This design comes from an exercise in tuning for small area, a short achievable clock period and few clock cycles on the open sky130 flow, not from production work.
Where RTL was checked, it was by simulation tests only, not by an equivalence proof against the original.
Power is estimated from default activity; no workload was simulated.

epsilon:
// chip8_cpu
module chip8_cpu #(
  parameter int TICK_DIV = 64,
  parameter int STACK_DEPTH = 16
) (
  input wire clk,
  input wire reset,
  input wire mem_req_ready,
  input wire mem_rsp_valid,
  input wire chip8_bus_pkg::data_t mem_rdata,
  output logic mem_req_valid,
  output logic mem_req_write,
  output chip8_bus_pkg::addr_t mem_addr,
  output chip8_bus_pkg::data_t mem_wdata
);
Size: about 2,400 cells after synthesis, roughly 450 flip-flops, ~34 I/O pins, roughly 23,000 um^2 of cells after synthesis.
==> flow/config.mk <==
export PLATFORM = sky130hd
export DESIGN_NAME = chip8_cpu
export DESIGN_NICKNAME = chip8_cpu
export VERILOG_FILES = /design/flow/design.v
export SDC_FILE = /design/flow/constraint.sdc
export NUM_CORES = 4
export LEC_CHECK = 0
export ABC_AREA = 1
export ABC_CLOCK_PERIOD_IN_PS = 3000
export CAP_MARGIN = 20
export CORE_MARGIN = 2
export CORE_UTILIZATION = 40
export CTS_BUF_LIST = sky130_fd_sc_hd__clkbuf_8
export CTS_CLUSTER_DIAMETER = 60
export SETUP_SLACK_MARGIN = 5
export SLEW_MARGIN = 20
==> flow/constraint.sdc <==
create_clock -name core_clock -period 10.0 [get_ports {clk}]
set_input_delay 2.0000 -clock core_clock [delete_from_list [all_inputs] [get_ports {clk}]]
set_output_delay 2.0000 -clock core_clock [all_outputs]
set_load 0.01 [all_outputs]
standard.sh (not shown) runs the stock make flow with config.mk's settings and CLKGATE_MAP_FILE= SYNTH_SCRIPT=/design/flow/synth_recipe.tcl, a recipe that flattens the netlist after the stock synthesis.
==> flow/flow/run.sh <==
#!/bin/bash
# the standard layout, with its timing repair aiming for a larger setup margin,
# plain buffers on the ports and cell sizing not held to the same footprint
set -euo pipefail
bash standard.sh SETUP_SLACK_MARGIN=6.5 MATCH_CELL_FOOTPRINT=0 "BUFFER_PORTS_ARGS=-buffer_cell sky130_fd_sc_hd__buf_4" finish > standard.log 2>&1
Inputs modified between epsilon and delta:
-- flow/design.v --
<<< epsilon, line 289
  chip8_bus_pkg::data_t hi_q;
  logic hi_jp, hi_call, hi_00, hi_f, hi_b_op;
  assign hi_jp = (hi_q[7:4] == chip8_isa_pkg::OP_JP);
  assign hi_call = (hi_q[7:4] == chip8_isa_pkg::OP_CALL);
  assign hi_00 = (hi_q == 8'h00);
  assign hi_f = (hi_q[7:4] == chip8_isa_pkg::OP_MISC);
  assign hi_b_op = (hi_q[7:4] == chip8_isa_pkg::OP_JP_V0);
  chip8_bus_pkg::data_t lo_q;
  logic ir_v;            
>>> delta, line 289
  chip8_bus_pkg::data_t hi_q;
  logic hi_jp, hi_call, hi_00, hi_f, hi_b_op;
  chip8_bus_pkg::data_t lo_q;
  logic ir_v;            
<<< epsilon, line 435
    if (hi_b) begin
      hi_q <= mem_rdata;
      xidx <= mem_rdata[3:0];
    end
>>> delta, line 430
    if (hi_b) begin
      hi_q <= mem_rdata;
      hi_jp <= (mem_rdata[7:4] == chip8_isa_pkg::OP_JP);
      hi_call <= (mem_rdata[7:4] == chip8_isa_pkg::OP_CALL);
      hi_00 <= (mem_rdata == 8'h00);
      hi_f <= (mem_rdata[7:4] == chip8_isa_pkg::OP_MISC);
      hi_b_op <= (mem_rdata[7:4] == chip8_isa_pkg::OP_JP_V0);
      xidx <= mem_rdata[3:0];
    end
==> results.txt <==
- Total of buffers placed on input and output ports: epsilon vs delta identical
- Delta (delta minus epsilon): logic gate share of total power decreased 4.5 points; post-place setup slack decreased 0.44 ns; synthesized-area fraction occupied by adder cells essentially unchanged.
- delta has total nets after synthesis above what epsilon had.
- Comparing final wirelength for epsilon and delta, the bigger number came from epsilon.
- Compared with epsilon, in delta global-route wire length before repair now smaller, total power now smaller, layout-stage area growth over the synthesis result now smaller, part of the cycle the worst path needs now smaller.
- Going from epsilon to delta, weighted congestion at the end of routability-driven global placement down about 2%; final cell count up about 0.7%.
Testbench counts of delta, summed over its fixed seeds: cycles 560,864.
No functional check of the RTL was part of epsilon.

separate check: timing with driven ports:
How much do the figures lean on ideal ports? The routed layouts below were timed once more, with nothing changed but the port constraints.
Step 1: set_driving_cell puts a clkbuf_16 on clk and a buf_2 on each other input, an assumption about the parent block.
Step 2 times the ports against the registers' clock, not the clock port: input delays grow and output delays shrink by t, the midpoint of the rising clock arrivals with the driver on.
Three values: no drivers, after step 1, after step 2; two values: the first two.
run	shift t [ns]	slack for setup (ns)	worst setup path after step 2	worst register clock-pin slew, ns
epsilon	0.722	6.364 / 6.369 / 5.647	input to register	0.07 / 0.07
delta	0.738	6.503 / 6.482 / 5.744	input to register	0.07 / 0.07
After both steps setup and hold are still met in every run listed. For delta, which loses most, drivers alone change the setup slack by -0.021 ns; drivers and shift together by -0.759 ns.
